This design comes from an exercise in tuning for small area, a short achievable clock period and few clock cycles per item on the open sky130 flow, not from production work. Function was not checked in any run shown here: the RTL went through the layout flow alone. No activity file was given, so power comes from the tool's default toggle rates.

==> flow/design.v, too long to show whole: its modules and the start of the top module <==
// module mac_fa: 10 lines
// module mac_aoi21: 3 lines
// module mac_oai21: 3 lines
// module mac_nand2: 3 lines
// module mac_nor2: 3 lines
// module mac_ha: 9 lines
// module wallace_mac: 1956 lines
module wallace_mac (
    input  wire        clk,
    input  wire        arst_n,
    input  wire        req,
    output logic       ack,
    input  wire [15:0] a,
    input  wire [15:0] b,
    input  wire [31:0] acc,
    input  wire        cin,
    output logic [32:0] result
);
  // ...
==> flow/flow/run.sh <==
#!/bin/bash
# The standard layout (the standard.sh: ORFS synthesis and place and route,
# unchanged), except that the port buffers that global placement inserts on
# every input and output use a plain buffer cell rather than the delay cell
# the resizer would pick by default.
set -euo pipefail
export BUFFER_PORTS_ARGS="-buffer_cell ${PORT_BUFFER:-sky130_fd_sc_hd__buf_2}"
bash standard.sh > standard_flow.log 2>&1
==> flow/standard.sh <==
#!/bin/bash
# synth_recipe.tcl (not shown) runs the flow's synth.tcl, then flattens the netlist and writes it again
# the make line also repeats each setting of config.mk as NAME=value (left out here)
make -C /OpenROAD-flow-scripts/flow DESIGN_CONFIG=/design/flow/config.mk WORK_HOME=/design/flow/orfs CLKGATE_MAP_FILE= SYNTH_SCRIPT=/design/flow/synth_recipe.tcl "${@:-finish}"
==> flow/config.mk <==
export PLATFORM = sky130hd
export DESIGN_NAME = wallace_mac
export DESIGN_NICKNAME = wallace_mac
export VERILOG_FILES = /design/flow/design.v
export SDC_FILE = /design/flow/constraint.sdc
export NUM_CORES = 4
export LEC_CHECK = 0
export CAP_MARGIN = 20
export CORE_MARGIN = 2
export CORE_UTILIZATION = 40
export CTS_BUF_LIST = sky130_fd_sc_hd__clkbuf_8
export SETUP_SLACK_MARGIN = 2.0
export SLEW_MARGIN = 20
export SYNTH_HIERARCHICAL = 1
export SYNTH_MINIMUM_KEEP_SIZE = 0
==> flow/constraint.sdc <==
create_clock -name core_clock -period 6.0 [get_ports {clk}]
set_input_delay 1.2000 -clock core_clock [delete_from_list [all_inputs] [get_ports {clk}]]
set_output_delay 1.2000 -clock core_clock [all_outputs]
set_load 0.01 [all_outputs]
==> impl_results.md, run 1 <==
- Clock share of power: 6.2%
- Max stage delay on crit path: 0.60 ns
- Register area share after synthesis: 16.5%
- Status: finished clean
- Bufs on Longest Clock Path: 2
- Clock sinks: 83
- Worst setup path class: reg -> out
- Syn avg cell area: 11.0 µm²
- Sequential power share: 14.8%
- M1 GR Usage: 25.6%
- Non-filler cells, final: 1,287
- Post-DP HPWL: 19.0 mm
- Layout cells sized above 1: 24.6%
- Largest net degree at the start of global routing: 17
- Signal buf overhead: 6.36%
- GRT met3 Usage: 3.03%
- Slew margin rel.: 64.8%
- Sequential cell area share: 15.5%
- Unique masters post-synth: 16
- 1st-iter DRT viols: 397
- Switching share of power: 49.8%
- Met3 WL: 1.53 mm
- Synth Flop Type: dfxtp_1
- Cell depth of the worst setup path: 11
- Gr busiest metal: met2
- Flip-flop and latch count: 83
- Setup TNS: 0 ns
- Drt first pass iters: 5
- Fraction of synthesized area in multiplexers: 0%
- Crit Path Max Fanout: 3
- Synthesized-area fraction occupied by adder cells: 51.8%
- Met1 wire length: 10.2 mm
- Die Area: 26,500 µm²
- Ports: 102
- Clock buffers: 9
- Met2 usage: 34.3%
- Hold WS: 0.577 ns
==> run 2: changes to the inputs <==
--- a/flow/design.v
+++ b/flow/design.v
@@ -1067,16 +1067,22 @@
     wire s_25;
     wire s_26;
     wire s_27;
     wire s_28;
     wire s_29;
     wire s_30;
     wire s_31;
     wire s_32;
+    logic r_pp_2_0;
+    logic r_fs_171;
+    logic r_fc_171;
+    logic r_fs_172;
+    logic r_fc_172;
+    logic r_fs_173;
     logic r_fs_141;
     logic r_fc_181;
     logic r_fs_182;
     logic r_fs_143;
     logic r_fc_182;
     logic r_fs_183;
     logic r_fs_145;
     logic r_fc_183;
@@ -1097,68 +1103,53 @@
     logic r_fs_189;
     logic r_fc_188;
     logic r_fc_155;
     logic r_fs_190;
     logic r_fc_189;
     logic r_fc_157;
     logic r_fs_191;
     logic r_fc_190;
+    logic r_fs_199;
+    logic r_fc_199;
+    logic r_fs_200;
+    logic r_fc_200;
+    logic r_fs_201;
+    logic r_fc_201;
+    logic r_fs_202;
+    logic r_fc_202;
+    logic r_fs_203;
+    logic r_fc_203;
+    logic r_fs_204;
+    logic r_fc_204;
+    logic r_fs_205;
+    logic r_fc_205;
+    logic r_fs_206;
     logic r_fc_206;
     logic r_fs_207;
     logic r_fc_207;
     logic r_fs_208;
     logic r_fc_208;
     logic r_fs_219;
     logic r_fs_220;
     logic r_fc_219;
     logic r_fs_221;
     logic r_fc_220;
     logic r_fs_222;
     logic r_fc_221;
-    logic r_g0_10;
-    logic r_p0_10;
-    logic r_p0_27;
-    logic r_g0_27;
-    logic r_P1_9;
-    logic r_G1_7;
-    logic r_G1_9;
-    logic r_P1_7;
-    logic r_P1_29;
-    logic r_G1_29;
-    logic r_P1_31;
-    logic r_G1_31;
-    logic r_P2_7;
-    logic r_G2_3;
-    logic r_G2_7;
-    logic r_G2_5;
-    logic r_P2_5;
-    logic r_i_G1_1;
-    logic r_i_G2_3;
-    logic r_G3_5;
-    logic r_G1_1;
-    logic r_i_G3_5;
-    logic r_p0_8;
-    logic r_g0_8;
-    logic r_p0_28;
-    logic r_g0_28;
-    logic r_p0_30;
-    logic r_g0_30;
-    logic r_p0_6;
-    logic r_p0_7;
-    logic r_G7_6;
-    logic r_p0_9;
-    logic r_p0_29;
-    logic r_p0_31;
-    logic r_s_0;
-    logic r_s_1;
-    logic r_s_2;
-    logic r_s_3;
-    logic r_s_4;
-    logic r_s_5;
+    logic r_fs_223;
+    logic r_fc_222;
+    logic r_fs_224;
+    logic r_fc_223;
+    logic r_fs_225;
+    logic r_fc_224;
+    logic r_fs_226;
+    logic r_fc_225;
+    logic r_nacc_31;
+    logic r_fc_226;
     assign pp_0_0 = ~(a[0] & b[0]);
     assign pp_0_1 = ~(a[0] & b[1]);
     assign pp_0_2 = ~(a[0] & b[2]);
     assign pp_0_3 = ~(a[0] & b[3]);
     assign pp_0_4 = ~(a[0] & b[4]);
     assign pp_0_5 = ~(a[0] & b[5]);
     assign pp_0_6 = ~(a[0] & b[6]);
     assign pp_0_7 = ~(a[0] & b[7]);
@@ -1650,98 +1641,39 @@
     mac_fa u_fa_193 (.x(fc_160), .y(fs_162), .z(fs_163), .s(fs_193), .c(fc_193));
     mac_fa u_fa_194 (.x(fc_162), .y(fs_164), .z(fs_165), .s(fs_194), .c(fc_194));
     mac_fa u_fa_195 (.x(fs_166), .y(fc_164), .z(fs_167), .s(fs_195), .c(fc_195));
     mac_fa u_fa_196 (.x(fc_166), .y(fs_168), .z(fs_169), .s(fs_196), .c(fc_196));
     mac_fa u_fa_197 (.x(pp_15_13), .y(fc_168), .z(fs_170), .s(fs_197), .c(fc_197));
     mac_fa u_fa_198 (.x(nacc_29), .y(pp_14_15), .z(pp_15_14), .s(fs_198), .c(fc_198));
     mac_fa u_fa_199 (.x(nacc_0), .y(ncin), .z(pp_0_0), .s(fs_199), .c(fc_199));
     mac_fa u_fa_200 (.x(nacc_1), .y(pp_0_1), .z(pp_1_0), .s(fs_200), .c(fc_200));
-    mac_fa u_ha_13 (.x(pp_2_0), .y(fs_171), .z(1'b1), .s(hs_13), .c(hc_13));
-    mac_fa u_ha_14 (.x(fc_171), .y(fs_172), .z(1'b1), .s(hs_14), .c(hc_14));
-    mac_fa u_ha_15 (.x(fc_172), .y(fs_173), .z(1'b1), .s(hs_15), .c(hc_15));
     mac_fa u_fa_201 (.x(hs_10), .y(fc_173), .z(fs_174), .s(fs_201), .c(fc_201));
     mac_fa u_fa_202 (.x(fs_128), .y(fc_174), .z(fs_175), .s(fs_202), .c(fc_202));
     mac_fa u_fa_203 (.x(fs_129), .y(fc_175), .z(fs_176), .s(fs_203), .c(fc_203));
     mac_fa u_fa_204 (.x(fs_131), .y(fc_176), .z(fs_177), .s(fs_204), .c(fc_204));
     mac_fa u_fa_205 (.x(fs_133), .y(fc_177), .z(fs_178), .s(fs_205), .c(fc_205));
     mac_fa u_fa_206 (.x(fs_135), .y(fc_178), .z(fs_179), .s(fs_206), .c(fc_206));
     mac_fa u_fa_207 (.x(fs_137), .y(fc_179), .z(fs_180), .s(fs_207), .c(fc_207));
     mac_fa u_fa_208 (.x(fs_139), .y(fc_180), .z(fs_181), .s(fs_208), .c(fc_208));
     mac_fa u_fa_219 (.x(fs_161), .y(fs_192), .z(fc_191), .s(fs_219), .c(fc_219));
     mac_fa u_fa_220 (.x(fc_161), .y(fs_193), .z(fc_192), .s(fs_220), .c(fc_220));
     mac_fa u_fa_221 (.x(fc_163), .y(fs_194), .z(fc_193), .s(fs_221), .c(fc_221));
     mac_fa u_fa_222 (.x(fc_165), .y(fs_195), .z(fc_194), .s(fs_222), .c(fc_222));
     mac_fa u_fa_223 (.x(fc_167), .y(fs_196), .z(fc_195), .s(fs_223), .c(fc_223));
     mac_fa u_fa_224 (.x(fc_169), .y(fs_197), .z(fc_196), .s(fs_224), .c(fc_224));
     mac_fa u_fa_225 (.x(fs_198), .y(fc_170), .z(fc_197), .s(fs_225), .c(fc_225));
     mac_fa u_fa_226 (.x(nacc_30), .y(pp_15_15), .z(fc_198), .s(fs_226), .c(fc_226));
-    assign p0_0 = ~fs_199;
-    assign g0_1 = fc_199 & fs_200;
-    assign p0_1 = fc_199 ^ fs_200;
-    assign g0_2 = fc_200 & hs_13;
-    assign p0_2 = fc_200 ^ hs_13;
-    assign g0_3 = hc_13 & hs_14;
-    assign p0_3 = hc_13 ^ hs_14;
-    assign g0_4 = hc_14 & hs_15;
-    assign p0_4 = hc_14 ^ hs_15;
-    assign g0_5 = hc_15 & fs_201;
-    assign p0_5 = hc_15 ^ fs_201;
-    assign g0_6 = fc_201 & fs_202;
-    assign p0_6 = fc_201 ^ fs_202;
-    assign g0_7 = fc_202 & fs_203;
-    assign p0_7 = fc_202 ^ fs_203;
-    assign g0_8 = fc_203 & fs_204;
-    assign p0_8 = fc_203 ^ fs_204;
-    assign g0_9 = fc_204 & fs_205;
-    assign p0_9 = fc_204 ^ fs_205;
-    assign g0_10 = fc_205 & fs_206;
-    assign p0_10 = fc_205 ^ fs_206;
-    assign g0_27 = fs_223 & fc_222;
-    assign p0_27 = fs_223 ^ fc_222;
-    assign g0_28 = fs_224 & fc_223;
-    assign p0_28 = fs_224 ^ fc_223;
-    assign g0_29 = fs_225 & fc_224;
-    assign p0_29 = fs_225 ^ fc_224;
-    assign g0_30 = fs_226 & fc_225;
-    assign p0_30 = fs_226 ^ fc_225;
-    assign g0_31 = nacc_31 & fc_226;
-    assign p0_31 = nacc_31 ^ fc_226;
-    assign G1_1 = g0_1 | (p0_1 & 1'b1);
-    mac_aoi21 u_G1_3 (.a(p0_3), .b(g0_2), .c(g0_3), .y(G1_3));
-    mac_nand2 u_P1_3 (.a(p0_3), .b(p0_2), .y(P1_3));
-    mac_aoi21 u_G1_5 (.a(p0_5), .b(g0_4), .c(g0_5), .y(G1_5));
-    mac_nand2 u_P1_5 (.a(p0_5), .b(p0_4), .y(P1_5));
-    mac_aoi21 u_G1_7 (.a(p0_7), .b(g0_6), .c(g0_7), .y(G1_7));
-    mac_nand2 u_P1_7 (.a(p0_7), .b(p0_6), .y(P1_7));
-    mac_aoi21 u_G1_9 (.a(p0_9), .b(g0_8), .c(g0_9), .y(G1_9));
-    mac_nand2 u_P1_9 (.a(p0_9), .b(p0_8), .y(P1_9));
-    mac_aoi21 u_G1_29 (.a(p0_29), .b(g0_28), .c(g0_29), .y(G1_29));
-    mac_nand2 u_P1_29 (.a(p0_29), .b(p0_28), .y(P1_29));
-    mac_aoi21 u_G1_31 (.a(p0_31), .b(g0_30), .c(g0_31), .y(G1_31));
-    mac_nand2 u_P1_31 (.a(p0_31), .b(p0_30), .y(P1_31));
-    assign i_G1_1 = ~G1_1;
-    mac_oai21 u_G2_3 (.a(P1_3), .b(i_G1_1), .c(G1_3), .y(G2_3));
-    mac_oai21 u_G2_5 (.a(P1_5), .b(G1_3), .c(G1_5), .y(G2_5));
-    mac_nor2 u_P2_5 (.a(P1_5), .b(P1_3), .y(P2_5));
-    mac_oai21 u_G2_7 (.a(P1_7), .b(G1_5), .c(G1_7), .y(G2_7));
-    mac_nor2 u_P2_7 (.a(P1_7), .b(P1_5), .y(P2_7));
-    mac_aoi21 u_G3_5 (.a(P2_5), .b(G1_1), .c(G2_5), .y(G3_5));
-    assign i_G2_3 = ~G2_3;
-    assign i_G3_5 = ~G3_5;
-    mac_aoi21 u_G7_2 (.a(p0_2), .b(G1_1), .c(g0_2), .y(G7_2));
-    mac_aoi21 u_G7_4 (.a(p0_4), .b(G2_3), .c(g0_4), .y(G7_4));
-    mac_aoi21 u_G7_6 (.a(p0_6), .b(i_G3_5), .c(g0_6), .y(G7_6));
-    assign s_0 = ~(p0_0 ^ 1'b1);
-    assign s_1 = ~(p0_1 ^ 1'b1);
-    assign s_2 = ~(p0_2 ^ G1_1);
-    assign s_3 = p0_3 ^ G7_2;
-    assign s_4 = ~(p0_4 ^ G2_3);
-    assign s_5 = p0_5 ^ G7_4;
     always_ff @(posedge clk) begin
+        r_pp_2_0 <= pp_2_0;
+        r_fs_171 <= fs_171;
+        r_fc_171 <= fc_171;
+        r_fs_172 <= fs_172;
+        r_fc_172 <= fc_172;
+        r_fs_173 <= fs_173;
         r_fs_141 <= fs_141;
         r_fc_181 <= fc_181;
         r_fs_182 <= fs_182;
         r_fs_143 <= fs_143;
         r_fc_182 <= fc_182;
         r_fs_183 <= fs_183;
         r_fs_145 <= fs_145;
         r_fc_183 <= fc_183;
@@ -1762,79 +1694,88 @@
         r_fs_189 <= fs_189;
         r_fc_188 <= fc_188;
         r_fc_155 <= fc_155;
         r_fs_190 <= fs_190;
         r_fc_189 <= fc_189;
         r_fc_157 <= fc_157;
         r_fs_191 <= fs_191;
         r_fc_190 <= fc_190;
+        r_fs_199 <= fs_199;
+        r_fc_199 <= fc_199;
+        r_fs_200 <= fs_200;
+        r_fc_200 <= fc_200;
+        r_fs_201 <= fs_201;
+        r_fc_201 <= fc_201;
+        r_fs_202 <= fs_202;
+        r_fc_202 <= fc_202;
+        r_fs_203 <= fs_203;
+        r_fc_203 <= fc_203;
+        r_fs_204 <= fs_204;
+        r_fc_204 <= fc_204;
+        r_fs_205 <= fs_205;
+        r_fc_205 <= fc_205;
+        r_fs_206 <= fs_206;
         r_fc_206 <= fc_206;
         r_fs_207 <= fs_207;
         r_fc_207 <= fc_207;
         r_fs_208 <= fs_208;
         r_fc_208 <= fc_208;
         r_fs_219 <= fs_219;
         r_fs_220 <= fs_220;
         r_fc_219 <= fc_219;
         r_fs_221 <= fs_221;
         r_fc_220 <= fc_220;
         r_fs_222 <= fs_222;
         r_fc_221 <= fc_221;
-        r_g0_10 <= g0_10;
-        r_p0_10 <= p0_10;
-        r_p0_27 <= p0_27;
-        r_g0_27 <= g0_27;
-        r_P1_9 <= P1_9;
-        r_G1_7 <= G1_7;
-        r_G1_9 <= G1_9;
-        r_P1_7 <= P1_7;
-        r_P1_29 <= P1_29;
-        r_G1_29 <= G1_29;
-        r_P1_31 <= P1_31;
-        r_G1_31 <= G1_31;
-        r_P2_7 <= P2_7;
-        r_G2_3 <= G2_3;
-        r_G2_7 <= G2_7;
-        r_G2_5 <= G2_5;
-        r_P2_5 <= P2_5;
-        r_i_G1_1 <= i_G1_1;
-        r_i_G2_3 <= i_G2_3;
-        r_G3_5 <= G3_5;
-        r_G1_1 <= G1_1;
-        r_i_G3_5 <= i_G3_5;
-        r_p0_8 <= p0_8;
-        r_g0_8 <= g0_8;
-        r_p0_28 <= p0_28;
-        r_g0_28 <= g0_28;
-        r_p0_30 <= p0_30;
-        r_g0_30 <= g0_30;
-        r_p0_6 <= p0_6;
-        r_p0_7 <= p0_7;
-        r_G7_6 <= G7_6;
-        r_p0_9 <= p0_9;
-        r_p0_29 <= p0_29;
-        r_p0_31 <= p0_31;
-        r_s_0 <= s_0;
-        r_s_1 <= s_1;
-        r_s_2 <= s_2;
-        r_s_3 <= s_3;
-        r_s_4 <= s_4;
-        r_s_5 <= s_5;
+        r_fs_223 <= fs_223;
+        r_fc_222 <= fc_222;
+        r_fs_224 <= fs_224;
+        r_fc_223 <= fc_223;
+        r_fs_225 <= fs_225;
+        r_fc_224 <= fc_224;
+        r_fs_226 <= fs_226;
+        r_fc_225 <= fc_225;
+        r_nacc_31 <= nacc_31;
+        r_fc_226 <= fc_226;
     end
+    mac_fa u_ha_13 (.x(r_pp_2_0), .y(r_fs_171), .z(1'b1), .s(hs_13), .c(hc_13));
+    mac_fa u_ha_14 (.x(r_fc_171), .y(r_fs_172), .z(1'b1), .s(hs_14), .c(hc_14));
+    mac_fa u_ha_15 (.x(r_fc_172), .y(r_fs_173), .z(1'b1), .s(hs_15), .c(hc_15));
     mac_fa u_fa_209 (.x(r_fs_141), .y(r_fc_181), .z(r_fs_182), .s(fs_209), .c(fc_209));
     mac_fa u_fa_210 (.x(r_fs_143), .y(r_fc_182), .z(r_fs_183), .s(fs_210), .c(fc_210));
     mac_fa u_fa_211 (.x(r_fs_145), .y(r_fc_183), .z(r_fs_184), .s(fs_211), .c(fc_211));
     mac_fa u_fa_212 (.x(r_fs_147), .y(r_fc_184), .z(r_fs_185), .s(fs_212), .c(fc_212));
     mac_fa u_fa_213 (.x(r_fs_149), .y(r_fc_185), .z(r_fs_186), .s(fs_213), .c(fc_213));
     mac_fa u_fa_214 (.x(r_fs_151), .y(r_fc_186), .z(r_fs_187), .s(fs_214), .c(fc_214));
     mac_fa u_fa_215 (.x(r_fs_153), .y(r_fc_187), .z(r_fs_188), .s(fs_215), .c(fc_215));
     mac_fa u_fa_216 (.x(r_fc_153), .y(r_fs_189), .z(r_fc_188), .s(fs_216), .c(fc_216));
     mac_fa u_fa_217 (.x(r_fc_155), .y(r_fs_190), .z(r_fc_189), .s(fs_217), .c(fc_217));
     mac_fa u_fa_218 (.x(r_fc_157), .y(r_fs_191), .z(r_fc_190), .s(fs_218), .c(fc_218));
+    assign p0_0 = ~r_fs_199;
+    assign g0_1 = r_fc_199 & r_fs_200;
+    assign p0_1 = r_fc_199 ^ r_fs_200;
+    assign g0_2 = r_fc_200 & hs_13;
+    assign p0_2 = r_fc_200 ^ hs_13;
+    assign g0_3 = hc_13 & hs_14;
+    assign p0_3 = hc_13 ^ hs_14;
+    assign g0_4 = hc_14 & hs_15;
+    assign p0_4 = hc_14 ^ hs_15;
+    assign g0_5 = hc_15 & r_fs_201;
+    assign p0_5 = hc_15 ^ r_fs_201;
+    assign g0_6 = r_fc_201 & r_fs_202;
+    assign p0_6 = r_fc_201 ^ r_fs_202;
+    assign g0_7 = r_fc_202 & r_fs_203;
+    assign p0_7 = r_fc_202 ^ r_fs_203;
+    assign g0_8 = r_fc_203 & r_fs_204;
+    assign p0_8 = r_fc_203 ^ r_fs_204;
+    assign g0_9 = r_fc_204 & r_fs_205;
+    assign p0_9 = r_fc_204 ^ r_fs_205;
+    assign g0_10 = r_fc_205 & r_fs_206;
+    assign p0_10 = r_fc_205 ^ r_fs_206;
     assign g0_11 = r_fc_206 & r_fs_207;
     assign p0_11 = r_fc_206 ^ r_fs_207;
     assign g0_12 = r_fc_207 & r_fs_208;
     assign p0_12 = r_fc_207 ^ r_fs_208;
     assign g0_13 = r_fc_208 & fs_209;
     assign p0_13 = r_fc_208 ^ fs_209;
     assign g0_14 = fc_209 & fs_210;
     assign p0_14 = fc_209 ^ fs_210;
@@ -1857,63 +1798,93 @@
     assign g0_23 = r_fs_219 & fc_218;
     assign p0_23 = r_fs_219 ^ fc_218;
     assign g0_24 = r_fs_220 & r_fc_219;
     assign p0_24 = r_fs_220 ^ r_fc_219;
     assign g0_25 = r_fs_221 & r_fc_220;
     assign p0_25 = r_fs_221 ^ r_fc_220;
     assign g0_26 = r_fs_222 & r_fc_221;
     assign p0_26 = r_fs_222 ^ r_fc_221;
-    mac_aoi21 u_G1_11 (.a(p0_11), .b(r_g0_10), .c(g0_11), .y(G1_11));
-    mac_nand2 u_P1_11 (.a(p0_11), .b(r_p0_10), .y(P1_11));
+    assign g0_27 = r_fs_223 & r_fc_222;
+    assign p0_27 = r_fs_223 ^ r_fc_222;
+    assign g0_28 = r_fs_224 & r_fc_223;
+    assign p0_28 = r_fs_224 ^ r_fc_223;
+    assign g0_29 = r_fs_225 & r_fc_224;
+    assign p0_29 = r_fs_225 ^ r_fc_224;
+    assign g0_30 = r_fs_226 & r_fc_225;
+    assign p0_30 = r_fs_226 ^ r_fc_225;
+    assign g0_31 = r_nacc_31 & r_fc_226;
+    assign p0_31 = r_nacc_31 ^ r_fc_226;
+    assign G1_1 = g0_1 | (p0_1 & 1'b1);
+    mac_aoi21 u_G1_3 (.a(p0_3), .b(g0_2), .c(g0_3), .y(G1_3));
+    mac_nand2 u_P1_3 (.a(p0_3), .b(p0_2), .y(P1_3));
+    mac_aoi21 u_G1_5 (.a(p0_5), .b(g0_4), .c(g0_5), .y(G1_5));
+    mac_nand2 u_P1_5 (.a(p0_5), .b(p0_4), .y(P1_5));
+    mac_aoi21 u_G1_7 (.a(p0_7), .b(g0_6), .c(g0_7), .y(G1_7));
+    mac_nand2 u_P1_7 (.a(p0_7), .b(p0_6), .y(P1_7));
+    mac_aoi21 u_G1_9 (.a(p0_9), .b(g0_8), .c(g0_9), .y(G1_9));
+    mac_nand2 u_P1_9 (.a(p0_9), .b(p0_8), .y(P1_9));
+    mac_aoi21 u_G1_11 (.a(p0_11), .b(g0_10), .c(g0_11), .y(G1_11));
+    mac_nand2 u_P1_11 (.a(p0_11), .b(p0_10), .y(P1_11));
     mac_aoi21 u_G1_13 (.a(p0_13), .b(g0_12), .c(g0_13), .y(G1_13));
     mac_nand2 u_P1_13 (.a(p0_13), .b(p0_12), .y(P1_13));
     mac_aoi21 u_G1_15 (.a(p0_15), .b(g0_14), .c(g0_15), .y(G1_15));
     mac_nand2 u_P1_15 (.a(p0_15), .b(p0_14), .y(P1_15));
     mac_aoi21 u_G1_17 (.a(p0_17), .b(g0_16), .c(g0_17), .y(G1_17));
     mac_nand2 u_P1_17 (.a(p0_17), .b(p0_16), .y(P1_17));
     mac_aoi21 u_G1_19 (.a(p0_19), .b(g0_18), .c(g0_19), .y(G1_19));
     mac_nand2 u_P1_19 (.a(p0_19), .b(p0_18), .y(P1_19));
     mac_aoi21 u_G1_21 (.a(p0_21), .b(g0_20), .c(g0_21), .y(G1_21));
     mac_nand2 u_P1_21 (.a(p0_21), .b(p0_20), .y(P1_21));
     mac_aoi21 u_G1_23 (.a(p0_23), .b(g0_22), .c(g0_23), .y(G1_23));
     mac_nand2 u_P1_23 (.a(p0_23), .b(p0_22), .y(P1_23));
     mac_aoi21 u_G1_25 (.a(p0_25), .b(g0_24), .c(g0_25), .y(G1_25));
     mac_nand2 u_P1_25 (.a(p0_25), .b(p0_24), .y(P1_25));
-    mac_aoi21 u_G1_27 (.a(r_p0_27), .b(g0_26), .c(r_g0_27), .y(G1_27));
-    mac_nand2 u_P1_27 (.a(r_p0_27), .b(p0_26), .y(P1_27));
-    mac_oai21 u_G2_9 (.a(r_P1_9), .b(r_G1_7), .c(r_G1_9), .y(G2_9));
-    mac_nor2 u_P2_9 (.a(r_P1_9), .b(r_P1_7), .y(P2_9));
-    mac_oai21 u_G2_11 (.a(P1_11), .b(r_G1_9), .c(G1_11), .y(G2_11));
-    mac_nor2 u_P2_11 (.a(P1_11), .b(r_P1_9), .y(P2_11));
+    mac_aoi21 u_G1_27 (.a(p0_27), .b(g0_26), .c(g0_27), .y(G1_27));
+    mac_nand2 u_P1_27 (.a(p0_27), .b(p0_26), .y(P1_27));
+    mac_aoi21 u_G1_29 (.a(p0_29), .b(g0_28), .c(g0_29), .y(G1_29));
+    mac_nand2 u_P1_29 (.a(p0_29), .b(p0_28), .y(P1_29));
+    mac_aoi21 u_G1_31 (.a(p0_31), .b(g0_30), .c(g0_31), .y(G1_31));
+    mac_nand2 u_P1_31 (.a(p0_31), .b(p0_30), .y(P1_31));
+    assign i_G1_1 = ~G1_1;
+    mac_oai21 u_G2_3 (.a(P1_3), .b(i_G1_1), .c(G1_3), .y(G2_3));
+    mac_oai21 u_G2_5 (.a(P1_5), .b(G1_3), .c(G1_5), .y(G2_5));
+    mac_nor2 u_P2_5 (.a(P1_5), .b(P1_3), .y(P2_5));
+    mac_oai21 u_G2_7 (.a(P1_7), .b(G1_5), .c(G1_7), .y(G2_7));
+    mac_nor2 u_P2_7 (.a(P1_7), .b(P1_5), .y(P2_7));
+    mac_oai21 u_G2_9 (.a(P1_9), .b(G1_7), .c(G1_9), .y(G2_9));
+    mac_nor2 u_P2_9 (.a(P1_9), .b(P1_7), .y(P2_9));
+    mac_oai21 u_G2_11 (.a(P1_11), .b(G1_9), .c(G1_11), .y(G2_11));
+    mac_nor2 u_P2_11 (.a(P1_11), .b(P1_9), .y(P2_11));
     mac_oai21 u_G2_13 (.a(P1_13), .b(G1_11), .c(G1_13), .y(G2_13));
     mac_nor2 u_P2_13 (.a(P1_13), .b(P1_11), .y(P2_13));
     mac_oai21 u_G2_15 (.a(P1_15), .b(G1_13), .c(G1_15), .y(G2_15));
     mac_nor2 u_P2_15 (.a(P1_15), .b(P1_13), .y(P2_15));
     mac_oai21 u_G2_17 (.a(P1_17), .b(G1_15), .c(G1_17), .y(G2_17));
     mac_nor2 u_P2_17 (.a(P1_17), .b(P1_15), .y(P2_17));
     mac_oai21 u_G2_19 (.a(P1_19), .b(G1_17), .c(G1_19), .y(G2_19));
     mac_nor2 u_P2_19 (.a(P1_19), .b(P1_17), .y(P2_19));
     mac_oai21 u_G2_21 (.a(P1_21), .b(G1_19), .c(G1_21), .y(G2_21));
     mac_nor2 u_P2_21 (.a(P1_21), .b(P1_19), .y(P2_21));
     mac_oai21 u_G2_23 (.a(P1_23), .b(G1_21), .c(G1_23), .y(G2_23));
     mac_nor2 u_P2_23 (.a(P1_23), .b(P1_21), .y(P2_23));
     mac_oai21 u_G2_25 (.a(P1_25), .b(G1_23), .c(G1_25), .y(G2_25));
     mac_nor2 u_P2_25 (.a(P1_25), .b(P1_23), .y(P2_25));
     mac_oai21 u_G2_27 (.a(P1_27), .b(G1_25), .c(G1_27), .y(G2_27));
     mac_nor2 u_P2_27 (.a(P1_27), .b(P1_25), .y(P2_27));
-    mac_oai21 u_G2_29 (.a(r_P1_29), .b(G1_27), .c(r_G1_29), .y(G2_29));
-    mac_nor2 u_P2_29 (.a(r_P1_29), .b(P1_27), .y(P2_29));
-    mac_oai21 u_G2_31 (.a(r_P1_31), .b(r_G1_29), .c(r_G1_31), .y(G2_31));
-    mac_nor2 u_P2_31 (.a(r_P1_31), .b(r_P1_29), .y(P2_31));
-    mac_aoi21 u_G3_7 (.a(r_P2_7), .b(r_G2_3), .c(r_G2_7), .y(G3_7));
-    mac_aoi21 u_G3_9 (.a(P2_9), .b(r_G2_5), .c(G2_9), .y(G3_9));
-    mac_nand2 u_P3_9 (.a(P2_9), .b(r_P2_5), .y(P3_9));
-    mac_aoi21 u_G3_11 (.a(P2_11), .b(r_G2_7), .c(G2_11), .y(G3_11));
-    mac_nand2 u_P3_11 (.a(P2_11), .b(r_P2_7), .y(P3_11));
+    mac_oai21 u_G2_29 (.a(P1_29), .b(G1_27), .c(G1_29), .y(G2_29));
+    mac_nor2 u_P2_29 (.a(P1_29), .b(P1_27), .y(P2_29));
+    mac_oai21 u_G2_31 (.a(P1_31), .b(G1_29), .c(G1_31), .y(G2_31));
+    mac_nor2 u_P2_31 (.a(P1_31), .b(P1_29), .y(P2_31));
+    mac_aoi21 u_G3_5 (.a(P2_5), .b(G1_1), .c(G2_5), .y(G3_5));
+    mac_aoi21 u_G3_7 (.a(P2_7), .b(G2_3), .c(G2_7), .y(G3_7));
+    mac_aoi21 u_G3_9 (.a(P2_9), .b(G2_5), .c(G2_9), .y(G3_9));
+    mac_nand2 u_P3_9 (.a(P2_9), .b(P2_5), .y(P3_9));
+    mac_aoi21 u_G3_11 (.a(P2_11), .b(G2_7), .c(G2_11), .y(G3_11));
+    mac_nand2 u_P3_11 (.a(P2_11), .b(P2_7), .y(P3_11));
     mac_aoi21 u_G3_13 (.a(P2_13), .b(G2_9), .c(G2_13), .y(G3_13));
     mac_nand2 u_P3_13 (.a(P2_13), .b(P2_9), .y(P3_13));
     mac_aoi21 u_G3_15 (.a(P2_15), .b(G2_11), .c(G2_15), .y(G3_15));
     mac_nand2 u_P3_15 (.a(P2_15), .b(P2_11), .y(P3_15));
     mac_aoi21 u_G3_17 (.a(P2_17), .b(G2_13), .c(G2_17), .y(G3_17));
     mac_nand2 u_P3_17 (.a(P2_17), .b(P2_13), .y(P3_17));
     mac_aoi21 u_G3_19 (.a(P2_19), .b(G2_15), .c(G2_19), .y(G3_19));
     mac_nand2 u_P3_19 (.a(P2_19), .b(P2_15), .y(P3_19));
@@ -1924,19 +1895,20 @@
     mac_aoi21 u_G3_25 (.a(P2_25), .b(G2_21), .c(G2_25), .y(G3_25));
     mac_nand2 u_P3_25 (.a(P2_25), .b(P2_21), .y(P3_25));
     mac_aoi21 u_G3_27 (.a(P2_27), .b(G2_23), .c(G2_27), .y(G3_27));
     mac_nand2 u_P3_27 (.a(P2_27), .b(P2_23), .y(P3_27));
     mac_aoi21 u_G3_29 (.a(P2_29), .b(G2_25), .c(G2_29), .y(G3_29));
     mac_nand2 u_P3_29 (.a(P2_29), .b(P2_25), .y(P3_29));
     mac_aoi21 u_G3_31 (.a(P2_31), .b(G2_27), .c(G2_31), .y(G3_31));
     mac_nand2 u_P3_31 (.a(P2_31), .b(P2_27), .y(P3_31));
-    mac_oai21 u_G4_9 (.a(P3_9), .b(r_i_G1_1), .c(G3_9), .y(G4_9));
-    mac_oai21 u_G4_11 (.a(P3_11), .b(r_i_G2_3), .c(G3_11), .y(G4_11));
-    mac_oai21 u_G4_13 (.a(P3_13), .b(r_G3_5), .c(G3_13), .y(G4_13));
+    mac_oai21 u_G4_9 (.a(P3_9), .b(i_G1_1), .c(G3_9), .y(G4_9));
+    assign i_G2_3 = ~G2_3;
+    mac_oai21 u_G4_11 (.a(P3_11), .b(i_G2_3), .c(G3_11), .y(G4_11));
+    mac_oai21 u_G4_13 (.a(P3_13), .b(G3_5), .c(G3_13), .y(G4_13));
     mac_oai21 u_G4_15 (.a(P3_15), .b(G3_7), .c(G3_15), .y(G4_15));
     mac_oai21 u_G4_17 (.a(P3_17), .b(G3_9), .c(G3_17), .y(G4_17));
     mac_nor2 u_P4_17 (.a(P3_17), .b(P3_9), .y(P4_17));
     mac_oai21 u_G4_19 (.a(P3_19), .b(G3_11), .c(G3_19), .y(G4_19));
     mac_nor2 u_P4_19 (.a(P3_19), .b(P3_11), .y(P4_19));
     mac_oai21 u_G4_21 (.a(P3_21), .b(G3_13), .c(G3_21), .y(G4_21));
     mac_nor2 u_P4_21 (.a(P3_21), .b(P3_13), .y(P4_21));
     mac_oai21 u_G4_23 (.a(P3_23), .b(G3_15), .c(G3_23), .y(G4_23));
@@ -1944,66 +1916,76 @@
     mac_oai21 u_G4_25 (.a(P3_25), .b(G3_17), .c(G3_25), .y(G4_25));
     mac_nor2 u_P4_25 (.a(P3_25), .b(P3_17), .y(P4_25));
     mac_oai21 u_G4_27 (.a(P3_27), .b(G3_19), .c(G3_27), .y(G4_27));
     mac_nor2 u_P4_27 (.a(P3_27), .b(P3_19), .y(P4_27));
     mac_oai21 u_G4_29 (.a(P3_29), .b(G3_21), .c(G3_29), .y(G4_29));
     mac_nor2 u_P4_29 (.a(P3_29), .b(P3_21), .y(P4_29));
     mac_oai21 u_G4_31 (.a(P3_31), .b(G3_23), .c(G3_31), .y(G4_31));
     mac_nor2 u_P4_31 (.a(P3_31), .b(P3_23), .y(P4_31));
-    mac_aoi21 u_G5_17 (.a(P4_17), .b(r_G1_1), .c(G4_17), .y(G5_17));
-    mac_aoi21 u_G5_19 (.a(P4_19), .b(r_G2_3), .c(G4_19), .y(G5_19));
-    mac_aoi21 u_G5_21 (.a(P4_21), .b(r_i_G3_5), .c(G4_21), .y(G5_21));
+    mac_aoi21 u_G5_17 (.a(P4_17), .b(G1_1), .c(G4_17), .y(G5_17));
+    mac_aoi21 u_G5_19 (.a(P4_19), .b(G2_3), .c(G4_19), .y(G5_19));
+    assign i_G3_5 = ~G3_5;
+    mac_aoi21 u_G5_21 (.a(P4_21), .b(i_G3_5), .c(G4_21), .y(G5_21));
     assign i_G3_7 = ~G3_7;
     mac_aoi21 u_G5_23 (.a(P4_23), .b(i_G3_7), .c(G4_23), .y(G5_23));
     mac_aoi21 u_G5_25 (.a(P4_25), .b(G4_9), .c(G4_25), .y(G5_25));
     mac_aoi21 u_G5_27 (.a(P4_27), .b(G4_11), .c(G4_27), .y(G5_27));
     mac_aoi21 u_G5_29 (.a(P4_29), .b(G4_13), .c(G4_29), .y(G5_29));
     mac_aoi21 u_G5_31 (.a(P4_31), .b(G4_15), .c(G4_31), .y(G5_31));
-    mac_aoi21 u_G7_8 (.a(r_p0_8), .b(i_G3_7), .c(r_g0_8), .y(G7_8));
-    mac_aoi21 u_G7_10 (.a(r_p0_10), .b(G4_9), .c(r_g0_10), .y(G7_10));
+    mac_aoi21 u_G7_2 (.a(p0_2), .b(G1_1), .c(g0_2), .y(G7_2));
+    mac_aoi21 u_G7_4 (.a(p0_4), .b(G2_3), .c(g0_4), .y(G7_4));
+    mac_aoi21 u_G7_6 (.a(p0_6), .b(i_G3_5), .c(g0_6), .y(G7_6));
+    mac_aoi21 u_G7_8 (.a(p0_8), .b(i_G3_7), .c(g0_8), .y(G7_8));
+    mac_aoi21 u_G7_10 (.a(p0_10), .b(G4_9), .c(g0_10), .y(G7_10));
     mac_aoi21 u_G7_12 (.a(p0_12), .b(G4_11), .c(g0_12), .y(G7_12));
     mac_aoi21 u_G7_14 (.a(p0_14), .b(G4_13), .c(g0_14), .y(G7_14));
     mac_aoi21 u_G7_16 (.a(p0_16), .b(G4_15), .c(g0_16), .y(G7_16));
     assign i_G5_17 = ~G5_17;
     mac_aoi21 u_G7_18 (.a(p0_18), .b(i_G5_17), .c(g0_18), .y(G7_18));
     assign i_G5_19 = ~G5_19;
     mac_aoi21 u_G7_20 (.a(p0_20), .b(i_G5_19), .c(g0_20), .y(G7_20));
     assign i_G5_21 = ~G5_21;
     mac_aoi21 u_G7_22 (.a(p0_22), .b(i_G5_21), .c(g0_22), .y(G7_22));
     assign i_G5_23 = ~G5_23;
     mac_aoi21 u_G7_24 (.a(p0_24), .b(i_G5_23), .c(g0_24), .y(G7_24));
     assign i_G5_25 = ~G5_25;
     mac_aoi21 u_G7_26 (.a(p0_26), .b(i_G5_25), .c(g0_26), .y(G7_26));
     assign i_G5_27 = ~G5_27;
-    mac_aoi21 u_G7_28 (.a(r_p0_28), .b(i_G5_27), .c(r_g0_28), .y(G7_28));
+    mac_aoi21 u_G7_28 (.a(p0_28), .b(i_G5_27), .c(g0_28), .y(G7_28));
     assign i_G5_29 = ~G5_29;
-    mac_aoi21 u_G7_30 (.a(r_p0_30), .b(i_G5_29), .c(r_g0_30), .y(G7_30));
-    assign s_6 = r_p0_6 ^ r_G3_5;
-    assign s_7 = r_p0_7 ^ r_G7_6;
-    assign s_8 = r_p0_8 ^ G3_7;
-    assign s_9 = r_p0_9 ^ G7_8;
-    assign s_10 = ~(r_p0_10 ^ G4_9);
+    mac_aoi21 u_G7_30 (.a(p0_30), .b(i_G5_29), .c(g0_30), .y(G7_30));
+    assign s_0 = ~(p0_0 ^ 1'b1);
+    assign s_1 = ~(p0_1 ^ 1'b1);
+    assign s_2 = ~(p0_2 ^ G1_1);
+    assign s_3 = p0_3 ^ G7_2;
+    assign s_4 = ~(p0_4 ^ G2_3);
+    assign s_5 = p0_5 ^ G7_4;
+    assign s_6 = p0_6 ^ G3_5;
+    assign s_7 = p0_7 ^ G7_6;
+    assign s_8 = p0_8 ^ G3_7;
+    assign s_9 = p0_9 ^ G7_8;
+    assign s_10 = ~(p0_10 ^ G4_9);
     assign s_11 = p0_11 ^ G7_10;
     assign s_12 = ~(p0_12 ^ G4_11);
     assign s_13 = p0_13 ^ G7_12;
     assign s_14 = ~(p0_14 ^ G4_13);
     assign s_15 = p0_15 ^ G7_14;
     assign s_16 = ~(p0_16 ^ G4_15);
     assign s_17 = p0_17 ^ G7_16;
     assign s_18 = p0_18 ^ G5_17;
     assign s_19 = p0_19 ^ G7_18;
     assign s_20 = p0_20 ^ G5_19;
     assign s_21 = p0_21 ^ G7_20;
     assign s_22 = p0_22 ^ G5_21;
     assign s_23 = p0_23 ^ G7_22;
     assign s_24 = p0_24 ^ G5_23;
     assign s_25 = p0_25 ^ G7_24;
     assign s_26 = p0_26 ^ G5_25;
-    assign s_27 = r_p0_27 ^ G7_26;
-    assign s_28 = r_p0_28 ^ G5_27;
-    assign s_29 = r_p0_29 ^ G7_28;
-    assign s_30 = r_p0_30 ^ G5_29;
-    assign s_31 = r_p0_31 ^ G7_30;
+    assign s_27 = p0_27 ^ G7_26;
+    assign s_28 = p0_28 ^ G5_27;
+    assign s_29 = p0_29 ^ G7_28;
+    assign s_30 = p0_30 ^ G5_29;
+    assign s_31 = p0_31 ^ G7_30;
     assign s_32 = 1'b0 ^ G5_31;
-    assign result = {s_32, s_31, s_30, s_29, s_28, s_27, s_26, s_25, s_24, s_23, s_22, s_21, s_20, s_19, s_18, s_17, s_16, s_15, s_14, s_13, s_12, s_11, s_10, s_9, s_8, s_7, s_6, r_s_5, r_s_4, r_s_3, r_s_2, r_s_1, r_s_0};
+    assign result = {s_32, s_31, s_30, s_29, s_28, s_27, s_26, s_25, s_24, s_23, s_22, s_21, s_20, s_19, s_18, s_17, s_16, s_15, s_14, s_13, s_12, s_11, s_10, s_9, s_8, s_7, s_6, s_5, s_4, s_3, s_2, s_1, s_0};
 endmodule
 `default_nettype wire
==> impl_results.md, run 2 <==
- Clock sinks: 74 (-11%)
- Setup TNS: 0 ns (unchanged)
- Psw: 3510 µW
- Unique masters post-synth: 16 (unchanged)
- Layout filler cell count: 2,335
- Post-DP HPWL: 18.7 mm (-1.6%)
- Final period util: 67.9%
- Largest net degree at the start of global routing: 17 (unchanged)
- Starting Density: 40.8%
- Pre-CTS setup slack: 1.60 ns
- Synth top cells by count: 267 x nand2_1, 241 x fa_1, 73 x dfxtp_1
- Synth Flop Type: dfxtp_1
- Syn avg cell area: 10.9 µm² (-0.81%)
- Number of synthesized register bits: 74
- Nets: 1,294
- Area leader, netlist: fa_1
- Total Power: 6950 µW
- Initial antenna violation count: 0
- GPL Wtd Cong: 0.851
- Final hold violations: 0
- Worst Path Required: 4.80 ns
- Vias in the first global route: 7,030
- Ports: 102 (unchanged)
- Post-synth EDFFs: 0
- RSZ-0062 raised after global routing: yes
- Via count: 6,346
- Sequential power share: 12.0% (-2.8 points)
- Switching share of power: 50.5% (+0.68 points)
- DP Area: 9900 µm²
- Most frequent cells in the layout: 259 x nand2_1, 239 x fa_1, 85 x buf_2
- Combinational power share: 81.6%
- First-pass GRT wire length: 38.9 mm
- Worst Hold Class: in -> async
- Gr usage total: 19.8%
- Startpoint Class: register
- Commonest non-fill, non-tap cell in the layout: nand2_1
- TritonCTS Buffers: 9
- Peak Freq: 246 MHz
- Core area: 24,300 µm²
- Area growth, synth to finish: 8.04%
- Clock share of power: 6.3% (about the same)
- FP Rows: 57
- Number of synthesis warnings: 7
- Capturing element type of the critical path: output pin
- Crit path DAT: 2.87 ns
- Post-synth ARST share: 1.35%
- Final setup vio count: 0
- Reg clk slew, reported paths: 0.09 ns
- Worst-case vdd ir drop: 494 µV
- Drt first pass iters: 5 (unchanged)
- Max-cap viol count: 0
- Worst setup path class: reg -> out
- Top-area cell type share of the netlist area: 48.7%
- Internal: 3440 µW
- CTS tree: yes
- Hold WS: 0.580 ns (+0.00279 ns)
- Antenna Cells: 0
- PnR worst setup slack: 1.93 ns
- Final slew viol count: 0
- Final critical path time including I/O delays and setup: 4.07 ns
- CTS H-tree depth: 3
- Register area share after synthesis: 15.0% (-1.5 points)
- Synth area leaders: fa_1 49%, dfxtp_1 15%, nand2_1 10%, buf_6 7.0%, a21oi_2 4.6%
- Die X: 161 µm
- Grt ovf: 0
- Detailed Route WL: 24.5 mm
- Power per Cell Area: 649 nW/µm²
- Clock root buffer master: clkbuf_8
- Multi-input logic area: 7730 µm²
- Status: finished clean
- Most frequent cell after synthesis: nand2_1
- Post-layout instance area: 10,700 µm²
- Crit Path Max Fanout: 3 (unchanged)
- Bufs on Longest Clock Path: 2 (unchanged)
- 1st-iter DRT viols: 385 (-3.0%)
- DRC: 0
- Register area: 1490 µm²
- Post-DR wirelength/cell: 19.1 µm
- Layout cells sized above 1: 27.1% (+2.6 points)
- DIE HEIGHT: 161 µm
- Die Area: 26,100 µm² (-1.7%)
- IO Port Bufs: 101
- Leak pwr: 0.00406 µW
- Mapped Area: 9920 µm²
- Post-Synthesis Cells: 906
- Routed Antenna Nets: 0
- Via density: 4.95
run 2: final cells by class:
| cell class | count | share of cell area [%] |
|---|---|---|
| inverter | 47 | 1.65 |
| sequential | 74 | 13.9 |
| clock inverter | 3 | 0.420 |
| tap | 324 | 3.78 |
| multi-input combinational | 702 | 72.2 |
| timing repair buffer | 119 | 6.35 |
| clock buffer | 13 | 1.67 |
run 2: worst max-delay path, stage by stage, from the launching register on:
cell,delay (ns)
dfxtp_2,0.33
fa_1,0.57
ha_4,0.23
a21oi_4,0.19
o21ai_4,0.10
a21oi_2,0.16
o21ai_1,0.09
a21oi_2,0.22
inv_1,0.09
a21oi_2,0.15
xor2_1,0.20
buf_2,0.17
run 2: worst max-delay path by stage:
stage	start	end	slack (ns)	cells after the start
final	r_fs_141$_DFF_P_	result[21]	1.93	11
after floorplan	a[6]	r_fs_207$_DFF_P_	2.01	8
after CTS	r_fs_145$_DFF_P_	result[21]	1.95	11
after global placement	b[4]	r_fs_207$_DFF_P_	1.62	7
after global routing	r_fs_172$_DFF_P_	result[27]	1.81	12
after detailed placement	b[4]	r_fs_207$_DFF_P_	1.60	7
run 2: per-layer routing:
layer	part of all wire (%)	GRT usage, %
met1	43	26.9
met3	7.0	4.03
met5	0	0
met4	1.2	3.98
met2	48	33.0
run 2: kinds of logic after synthesis:
| group | count (synthesis) | share of synthesized area (%) |
|---|---|---|
| adders and majority gates | 273 | 52.7 |
| DFF | 74 | 15.0 |
| other | 1 | 0.0378 |
| and+or+nand+nor | 305 | 11.9 |
| AOI/OAI and AO/OA | 79 | 5.96 |
| buffers and inverters | 144 | 11.7 |
| xor gates and xnor gates | 30 | 2.65 |
run 2: Yosys stat by module (local to each module, per instance):
| module | copies in the design | flip-flops and latches |
|---|---|---|
| mac_oai21 | 27 | 0 |
| mac_nor2 | 22 | 0 |
| mac_fa | 241 | 0 |
| mac_nand2 | 27 | 0 |
| wallace_mac | 1 | 74 |
| mac_aoi21 | 52 | 0 |
run 2: timing repair:
item                                    4_1_cts  5_1_grt
pin swaps                                    29        7
hold buffers                                  0        0
setup buffers                                14        4
endpoints found under the setup margin       19       32
resized for setup                            49       44
run 2: power groups by stage:
stage | Combinational, µW | Sequential [µW] | Clock (µW)
2_1_floorplan | 3890 | 810 | 0
3_3_place_gp | 4550 | 841 | 0
3_5_place_dp | 4580 | 842 | 0
4_1_cts | 5320 | 837 | 459
5_1_grt | 6200 | 855 | 476
6_report | 5670 | 835 | 441
run 2: stage by stage:
step,util [%],std cells
final,44.1,1282
after global routing,44.1,1282
after CTS,43.3,1278
after detailed placement,40.7,1248
after global placement,40.7,1248
after floorplan,-,920

-- separate check: timing with driven ports --
How much do the figures lean on ideal ports? The routed layouts below were timed once more, with nothing changed but the port constraints.
Step 1 assumes that a clkbuf_16 drives the clock port and a buf_2 every other input.
Step 2 also shifts input and output timing later by t, the mid clock arrival at the registers, as if the neighbouring blocks saw the same clock.
Slacks: ideal / step 1 / step 2; pairs: ideal / step 1.
run | t (ns) | slack for setup (ns) | hold slack, ns | worst register clock-pin slew, ns | worst slew at a driven data input, ns
run 1 | 0.404 | 1.913 / 1.872 / 1.662 | 0.577 / 0.558 / 0.962 | 0.10 / 0.10 | 0.05
run 2 | 0.403 | 1.927 / 1.889 / 1.682 | 0.580 / 0.565 / 0.968 | 0.09 / 0.09 | 0.04
After both steps every run listed still meets setup and hold. The setup slack of run 1, which loses most, moves by -0.041 ns with the drivers and by -0.251 ns with both steps.
